From an optimization exercise on the open Yosys and OpenROAD flow, aimed at small area; shortcuts taken in it are not production practice. The RTL was checked by simulation tests, not by an equivalence proof against the original design. Power and IR drop assume default switching activity.

### flow/design.v
module rgb_led_array_pwm #(
  parameter int P_LED_NUM = 4,
  parameter int P_DUTY_W  = 8,
  parameter int P_CE_DIV  = 4,
  parameter int P_CE_W    = 2,
  parameter int P_SPD_W   = 10,
  parameter int P_PHASE   = 192
) (
  input  logic                 I_CLK_100MHZ,
  input  logic                 I_RST,
  input  logic [1:0]           I_MODE,
  input  logic [P_SPD_W-1:0]   I_SPEED,
  input  logic [P_DUTY_W-1:0]  I_BRIGHTNESS,
  input  logic                 I_INVERTED,
  input  logic [P_DUTY_W-1:0]  I_FIX_R,
  input  logic [P_DUTY_W-1:0]  I_FIX_G,
  input  logic [P_DUTY_W-1:0]  I_FIX_B,
  output logic [P_LED_NUM-1:0] O_LED_R,
  output logic [P_LED_NUM-1:0] O_LED_G,
  output logic [P_LED_NUM-1:0] O_LED_B,
  output logic                 O_FRAME,
  output logic [3:0]           O_STATUS
);
  logic [1:0]  ce_cnt_r;
  logic [7:0]  pwm_cnt_r;
  logic        frame_r;
  logic        ce_s, ce0_s, pre_s, frame_s;
  assign ce_s    = (ce_cnt_r == 2'd3);
  assign ce0_s   = (ce_cnt_r == 2'd0);
  assign frame_s = ce_s && (pwm_cnt_r == 8'd254);
  assign pre_s   = (ce_cnt_r == 2'd2) && (pwm_cnt_r == 8'd254);
  always_ff @(posedge I_CLK_100MHZ or posedge I_RST) begin
    if (I_RST) ce_cnt_r <= 2'd0;
    else       ce_cnt_r <= ce_cnt_r + 2'd1;
  end
  always_ff @(posedge I_CLK_100MHZ or posedge I_RST) begin
    if (I_RST)        pwm_cnt_r <= 8'd0;
    else if (frame_s) pwm_cnt_r <= 8'd0;
    else if (ce_s)    pwm_cnt_r <= pwm_cnt_r + 8'd1;
  end
  always_ff @(posedge I_CLK_100MHZ or posedge I_RST) begin
    if (I_RST) frame_r <= 1'b0;
    else       frame_r <= frame_s;
  end
  logic [9:0]  step_cnt_r;
  logic [10:0] step_nxt_s;
  logic        spd_nz_s, step_s;
  logic [9:0]  hue_r;
  logic [1:0]  mode_r;
  logic        mode_enter_s;
  assign spd_nz_s     = (I_SPEED != 10'd0);
  assign step_nxt_s   = {1'b0, step_cnt_r} + 11'd1;
  assign step_s       = ce_s && spd_nz_s && (step_nxt_s >= {1'b0, I_SPEED});
  assign mode_enter_s = frame_s && (I_MODE != mode_r) && I_MODE[1];
  always_ff @(posedge I_CLK_100MHZ or posedge I_RST) begin
    if (I_RST)                 step_cnt_r <= 10'd0;
    else if (step_s)           step_cnt_r <= 10'd0;
    else if (ce_s && spd_nz_s) step_cnt_r <= step_nxt_s[9:0];
  end
  always_ff @(posedge I_CLK_100MHZ or posedge I_RST) begin
    if (I_RST) begin
      hue_r <= 10'd0;
    end else if (step_s) begin
      if (I_INVERTED) hue_r <= (hue_r == 10'd0)   ? 10'd767 : hue_r - 10'd1;
      else            hue_r <= (hue_r == 10'd767) ? 10'd0   : hue_r + 10'd1;
    end
  end
  always_ff @(posedge I_CLK_100MHZ or posedge I_RST) begin
    if (I_RST)        mode_r <= 2'd0;
    else if (frame_s) mode_r <= I_MODE;
  end
  logic blink_r;
  always_ff @(posedge I_CLK_100MHZ or posedge I_RST) begin
    if (I_RST)             blink_r <= 1'b0;
    else if (mode_enter_s) blink_r <= 1'b0;
    else if (step_s)       blink_r <= ~blink_r;
  end
  logic [7:0] level_r;
  logic       dir_down_r;
  logic       lvl_step_r, lvl_clr_r;
  always_ff @(posedge I_CLK_100MHZ or posedge I_RST) begin
    if (I_RST) begin
      lvl_step_r <= 1'b0;
      lvl_clr_r  <= 1'b0;
    end else begin
      lvl_step_r <= step_s;
      lvl_clr_r  <= mode_enter_s;
    end
  end
  always_ff @(posedge I_CLK_100MHZ or posedge I_RST) begin
    if (I_RST) begin
      level_r    <= 8'd0;
      dir_down_r <= 1'b0;
    end else if (lvl_clr_r) begin
      level_r    <= 8'd0;
      dir_down_r <= 1'b0;
    end else if (lvl_step_r) begin
      if (!dir_down_r) begin
        if (level_r == 8'd255) begin
          dir_down_r <= 1'b1;
          level_r    <= 8'd254;
        end else begin
          level_r    <= level_r + 8'd1;
        end
      end else begin
        if (level_r == 8'd0) begin
          dir_down_r <= 1'b0;
          level_r    <= 8'd1;
        end else begin
          level_r    <= level_r - 8'd1;
        end
      end
    end
  end
  logic [7:0]  col_r_r, col_g_r, col_b_r;
  logic        wheel_r, breath_r;
  logic [7:0]  kb_r;
  logic [7:0]  kb_in_s;
  logic [7:0]  mul_in_s;
  logic [16:0] mul_p_s;
  logic [7:0]  mul_s;
  assign kb_in_s  = ((mode_r == 2'd3) && !blink_r) ? 8'd0 : I_BRIGHTNESS;
  assign mul_in_s = pre_s ? I_FIX_R : (frame_s ? col_g_r : col_b_r);
  assign mul_p_s  = {9'd0, mul_in_s} * ({9'd0, level_r} + 17'd1);
  assign mul_s    = mul_p_s[15:8];
  always_ff @(posedge I_CLK_100MHZ) begin
    if (pre_s) begin
      wheel_r  <= (mode_r == 2'd0);
      breath_r <= (mode_r == 2'd2);
      col_r_r  <= (mode_r == 2'd0) ? hue_r[7:0] :
                  (mode_r == 2'd2) ? mul_s : I_FIX_R;
      col_g_r  <= (mode_r == 2'd0) ? {I_FIX_G[7:2], hue_r[9:8]} : I_FIX_G;
      col_b_r  <= I_FIX_B;
    end else begin
      if (frame_s && breath_r) col_g_r <= mul_s;
      if (frame_r && breath_r) col_b_r <= mul_s;
    end
  end
  always_ff @(posedge I_CLK_100MHZ or posedge I_RST) begin
    if (I_RST)      kb_r <= 8'd0;
    else if (pre_s) kb_r <= kb_in_s;
  end
  logic [7:0] q_r;
  logic [7:0] rem_r;
  logic [7:0] dvs_s;        
  logic [7:0] rin_s;
  logic [3:0] tq_s, tr_s;   
  logic [7:0] r1_s, r2_s;
  logic       b1_s, b2_s;
  always_comb begin
    case (kb_in_s)
      8'd0:  begin tq_s = 4'd15; tr_s = 4'd0; end
      8'd1:  begin tq_s = 4'd7;  tr_s = 4'd1; end
      8'd2:  begin tq_s = 4'd5;  tr_s = 4'd0; end
      8'd3:  begin tq_s = 4'd3;  tr_s = 4'd3; end
      8'd4:  begin tq_s = 4'd3;  tr_s = 4'd0; end
      8'd5:  begin tq_s = 4'd2;  tr_s = 4'd3; end
      8'd6:  begin tq_s = 4'd2;  tr_s = 4'd1; end
      8'd7:  begin tq_s = 4'd1;  tr_s = 4'd7; end
      8'd8:  begin tq_s = 4'd1;  tr_s = 4'd6; end
      8'd9:  begin tq_s = 4'd1;  tr_s = 4'd5; end
      8'd10: begin tq_s = 4'd1;  tr_s = 4'd4; end
      8'd11: begin tq_s = 4'd1;  tr_s = 4'd3; end
      8'd12: begin tq_s = 4'd1;  tr_s = 4'd2; end
      8'd13: begin tq_s = 4'd1;  tr_s = 4'd1; end
      8'd14: begin tq_s = 4'd1;  tr_s = 4'd0; end
      default: begin tq_s = 4'd0; tr_s = 4'd15; end
    endcase
  end
  assign dvs_s = pre_s ? kb_in_s : kb_r;
  assign rin_s = pre_s ? {4'd0, tr_s} :
                 ce0_s ? ((pwm_cnt_r >= kb_r) ? kb_r : pwm_cnt_r + 8'd1) :
                 rem_r;
  logic [8:0] t1_s, t2_s;
  assign t1_s = {rin_s, 1'b1};
  assign b1_s = (t1_s > {1'b0, dvs_s});
  assign r1_s = b1_s ? (t1_s[7:0] - dvs_s - 8'd1) : t1_s[7:0];
  assign t2_s = {r1_s, 1'b1};
  assign b2_s = (t2_s > {1'b0, dvs_s});
  assign r2_s = b2_s ? (t2_s[7:0] - dvs_s - 8'd1) : t2_s[7:0];
  always_ff @(posedge I_CLK_100MHZ) begin
    rem_r <= r2_s;
  end
  always_ff @(posedge I_CLK_100MHZ or posedge I_RST) begin
    if (I_RST)      q_r <= 8'hFF;
    else if (pre_s) q_r <= {q_r[5:4], tq_s, b1_s, b2_s};
    else            q_r <= {q_r[5:0], b1_s, b2_s};
  end
  logic [7:0] cb_s;
  logic       on_r_s, on_g_s, on_b_s;
  logic [9:0] hue_p_s;
  logic [P_LED_NUM-1:0] wr_s, wg_s, wb_s;
  logic [P_LED_NUM-1:0] led_r_r, led_g_r, led_b_r;
  assign cb_s   = (frame_r && breath_r) ? mul_s : col_b_r;
  assign on_r_s = (col_r_r > q_r);
  assign on_g_s = (col_g_r > q_r);
  assign on_b_s = (cb_s > q_r);
  assign hue_p_s = {col_g_r[1:0], col_r_r};
  for (genvar gi = 0; gi < P_LED_NUM; gi++) begin : g_led
    logic [4:0] ts_s;
    logic [3:0] t_s;      
    logic [7:0] f_s;
    logic       up_s, dn_s;
    assign ts_s = {1'b0, hue_p_s[9:6]} + 5'(3 * gi);
    assign t_s  = (ts_s >= 5'd12) ? 4'(ts_s - 5'd12) : ts_s[3:0];
    assign f_s  = {t_s[1:0], hue_p_s[5:0]};
    assign up_s = (f_s > q_r);
    assign dn_s = (~f_s > q_r);
    assign wr_s[gi] = ((t_s[3:2] == 2'd0) && dn_s) || ((t_s[3:2] == 2'd2) && up_s);
    assign wg_s[gi] = ((t_s[3:2] == 2'd0) && up_s) || ((t_s[3:2] == 2'd1) && dn_s);
    assign wb_s[gi] = ((t_s[3:2] == 2'd1) && up_s) || ((t_s[3:2] == 2'd2) && dn_s);
    always_ff @(posedge I_CLK_100MHZ or posedge I_RST) begin
      if (I_RST) begin
        led_r_r[gi] <= 1'b0;
        led_g_r[gi] <= 1'b0;
        led_b_r[gi] <= 1'b0;
      end else if (ce0_s) begin
        led_r_r[gi] <= wheel_r ? wr_s[gi] : on_r_s;
        led_g_r[gi] <= wheel_r ? wg_s[gi] : on_g_s;
        led_b_r[gi] <= wheel_r ? wb_s[gi] : on_b_s;
      end
    end
  end
  assign O_LED_R  = led_r_r;
  assign O_LED_G  = led_g_r;
  assign O_LED_B  = led_b_r;
  assign O_FRAME  = frame_r;
  assign O_STATUS = {mode_r, I_INVERTED, I_RST};
endmodule
### flow/run.sh
#!/bin/bash
# synth_recipe.tcl (not shown) runs the flow's synth.tcl, then flattens the netlist and writes it again
# the make line also repeats each setting of config.mk as NAME=value (left out here)
make -C /OpenROAD-flow-scripts/flow DESIGN_CONFIG=/design/flow/config.mk WORK_HOME=/design/flow/orfs CLKGATE_MAP_FILE= SYNTH_SCRIPT=/design/flow/synth_recipe.tcl finish
### flow/config.mk
export PLATFORM = sky130hd
export DESIGN_NAME = rgb_led_array_pwm
export DESIGN_NICKNAME = rgb_led_array_pwm
export VERILOG_FILES = /design/flow/design.v
export SDC_FILE = /design/flow/constraint.sdc
export NUM_CORES = 4
export LEC_CHECK = 0
export CAP_MARGIN = 20
export CORE_MARGIN = 2
export CORE_UTILIZATION = 45
export PLACE_DENSITY = 0.6
export SLEW_MARGIN = 20
### flow/constraint.sdc
create_clock -name core_clock -period 13.0 [get_ports {I_CLK_100MHZ}]
set_input_delay 2.6000 -clock core_clock [delete_from_list [all_inputs] [get_ports {I_CLK_100MHZ}]]
set_output_delay 2.6000 -clock core_clock [all_outputs]
set_load 0.01 [all_outputs]
==> flow_summary.yaml <==
power_and_ir_drop:
  p_sw_mw: 0.2099
  p_int_mw: 0.5269
  swShare_pct: 28.49
  p_leak_nw: 5.801
  power.share.clock_pct: 37.8
  seqPwrFrac_pct: 49.0
  power_mw: 0.7368
  vdd_ir_drop_max_uv: 46.01
  power_density_nw_per_um2: 61.70
  pwr-share-comb_pct: 13.2
synthesis:
  syn_nets: 1493
  yosys.cell_count.top_type: "inv_1"
  async_reset_ff_share_pct: 68.22
  synth_top_area_cell: "ha_1"
  synth_commonest_cells: "inv_1 (137), ha_1 (133), nor2_1 (126)"
  yosys_register_bits: 107
  netlist_area_um2: 10770
  yosysWarnings: 1
  yosys-top-cells-area: "ha_1 (15%), dfrtp_1 (15%), fa_1 (7.8%)"
  synth_top_area_share_pct: 15.46
  synthFlopType: "dfrtp_1"
  synth_cells: 1271
  synth.distinct_cells: 87
  synth_seq_area_share_pct: 25.06
  synth.avg_cell_area_um2: 8.471
  synth_edf_count: 18
clock_network:
  ctsResizeCount: 0
  cts-root-buf: "clkbuf_16"
  clock_sinks: 107
  cts.htree.levels: 3
  postCtsHoldBufs: 0
  clkLatencyLatePin_ns: 0.36
  cts_buffers: 9
  post_cts_buffers: 0
  path_clk_slew_ns: 0.08
  clockBufferDepth: 2
  cts_tree: "yes"
setup_path:
  slowest_delay_ns: 0.59
  r2r_slack_ns: 4.45
  cp-start-kind: "input pin"
  crit_family: "adder cells"
  crit_path_end_kind: "register"
  critPathKind: "in2reg"
  cp_num_buf_inv: 3
  cp_data_arrival_time_ns: 9.43
  crit_fanout: 9
  crit_path_top_delay_cell: "a21oi_1"
  crit_required_ns: 13.24
  crit_top_cell: "fa_1"
detailed_routing:
  drt_iter0_markers: 664
  drc_errors: 0
  avgViaCountPerCell: 5.533
  firstDrtPassIters: 5
  routedWlPerCell_um: 16.95
  dr_total_vias: 9014
  wirelength_mm: 27.62
  ant_nets: 0
placement:
  gp_congestion: 0.8897
  port_buffers: 63
  place_area_um2: 11640
  dpl.hpwl_mm: 21.72
timing:
  setup_violations: 0
  slew_viol_final: 0
  fmax_ghz: 0.1088
  skew_ns: 0.01139
  hold_slack_ns: 0.3888
  slew_headroom_pct: 33.94
  min_period_ns: 9.192
  hold_viol: 0
  rsz0062_at_grt: "false"
  worst_slew_pin_slew_ns: 0.9909
  fin_setup_tns_ns: 0
  fin_crit_sh_pct: 70.71
cells_and_area:
  fill_cells: 2275
  final_area_um2: 11940
  regArea_um2: 2698
  insertedDiodeCount: 0
  fin_util_pct: 50.87
  syn_to_final_growth_pct: 10.91
  multiInputGateArea_um2: 7362
  layout.nets: 1527
  drive_above_1_share_pct: 7.176
grt:
  grt_pass1_wl_mm: 44.72
  grt-ovfl-total: 0
  track_usage_pct: 22.74
  grt_max_degree: 62
  grt_pass1_vias: 8475
  antenna_found_initial: 0
floorplan:
  rows: 56
  dieWidth_um: 158.7
  start_util_pct: 45.87
  die_y_um: 158.7
  die_area_um2: 25180
  io_pins: 64
  core_um2: 23470
worst_hold_path:
  hold_path.class: "reg2reg"
run_status:
  status: "no timing/DRC/antenna violations"
flow_run:
  maxCapViolations: 0
[sequential cells by signal (all words and copies together) (netlist names), 4 cells and up]
register and cells:
col_g_r 8, pwm_cnt_r 8, col_b_r 8, level_r 8
step_cnt_r 10, col_r_r 8, led_g_r 4, rem_r 8
led_b_r 4, led_r_r 4, kb_r 8, q_r 8
hue_r 10
[metal layers]
layer	GRT usage (%)	up-vias	routed length (um)
met5	0	-	0
met3	2.096	20	1057
met2	35.62	191	12300
li1	-	4448	-
met4	4.976	0	382
met1	34.01	4355	13870
[through the flow]
step	setup WS (ns)	cells
floorplan	4.635	1271
global placement	3.569	1613
detailed placement	3.453	1613
CTS	3.812	1629
global route	3.369	1629
finish	3.808	1629
[kinds of logic (layout without fill, tap and decap cells)]
logic type	after synthesis	count (layout)	synth area share [%]
compound gates	302	302	18.20
xor+xnor	62	62	5.113
buf+inv	183	222	6.566
mux	37	37	4.044
fa+ha+maj	175	175	23.27
flops	107	107	25.06
simple gates	405	405	17.76
[cell type report]
| type | count | share of cell area, % |
|---|---|---|
| multi-input combinational | 981 | 61.65 |
| clock inverter | 7 | 0.6077 |
| clock buffer | 9 | 1.886 |
| tap | 319 | 3.342 |
| inverter | 140 | 4.453 |
| sequential | 107 | 22.59 |
| timing repair buffer | 66 | 5.469 |
[final timing paths]
path,startpoint,depth (start not counted),endpoint
worst max-delay path,I_FIX_R[7],25,led_b_r[2]
worst min-delay path,q_r[4],0,q_r[6]
worst max register to register,pwm_cnt_r[0],30,led_b_r[2]
worst min register to register,q_r[4],0,q_r[6]
max in group asynchronous,I_RST,3,hue_r[6]
min in group asynchronous,I_RST,2,led_r_r[3]
[power by group through the flow]
stage / logic [mW] / registers, mW / clock network, mW
after detailed placement: 0.0973 / 0.367 / 0
after floorplan: 0.0650 / 0.361 / 0
after global placement: 0.0965 / 0.367 / 0
final: 0.0974 / 0.361 / 0.279
after global routing: 0.111 / 0.363 / 0.296
after CTS: 0.0978 / 0.360 / 0.286
[layout by cell type, fill, tap and decap left out, types with 10 or more instances in the layout]
| master | count |
|---|---|
| inv_1 | 136 |
| ha_1 | 133 |
| nor2_1 | 126 |
| nand2_1 | 120 |
| a21oi_1 | 98 |
| o21ai_0 | 66 |
| dfrtp_1 | 65 |
| clkdlybuf4s50_1 | 63 |
| fa_1 | 42 |
| nand3_1 | 34 |
| xnor2_1 | 34 |
| xor2_1 | 27 |
| a21o_1 | 24 |
| nor3_1 | 22 |
| o31ai_1 | 18 |
| mux2_2 | 18 |
| edfxtp_1 | 18 |
| dfxtp_1 | 16 |
| and3_1 | 15 |
| nor2b_1 | 13 |
| nand2b_1 | 13 |
| or2_2 | 13 |
| mux2i_1 | 12 |
| o21a_1 | 10 |
[worst register-to-register path: cells and delay by family (launching register included)]
| kind | cells | cell delay (ns) |
|---|---|---|
| and+or+nand+nor | 9 | 2.02 |
| xor gates and xnor gates | 1 | 0.14 |
| buffers and inverters | 4 | 0.80 |
| AOI/OAI and AO/OA | 8 | 1.78 |
| muxes | 1 | 0.29 |
| DFF | 1 | 0.42 |
| adders and majority gates | 7 | 2.98 |

what the ideal ports hide:
Ports are ideal in the flow. The routed layout listed here was re-timed in OpenROAD. Step 1, drivers: a clkbuf_16 drives I_CLK_100MHZ and a buf_2 each remaining input, both assumed. Step 2, shift: input delay + t, output delay - t, t = (earliest + latest rising clock arrival at the registers) / 2. This alone moves slack from input paths to output paths. Slacks: ideal / step 1 / step 2; pairs: ideal / step 1.
shift t [ns]: 0.402
setup WS [ns]: 3.808 / 3.835 / 3.433
clock arrival spread, ns: 0.012 / 0.012
cell pins on the clock port's net: 1
After both steps setup and hold are still met in this run. The setup slack of this run moves by +0.027 ns with the drivers and by -0.375 ns with both steps.
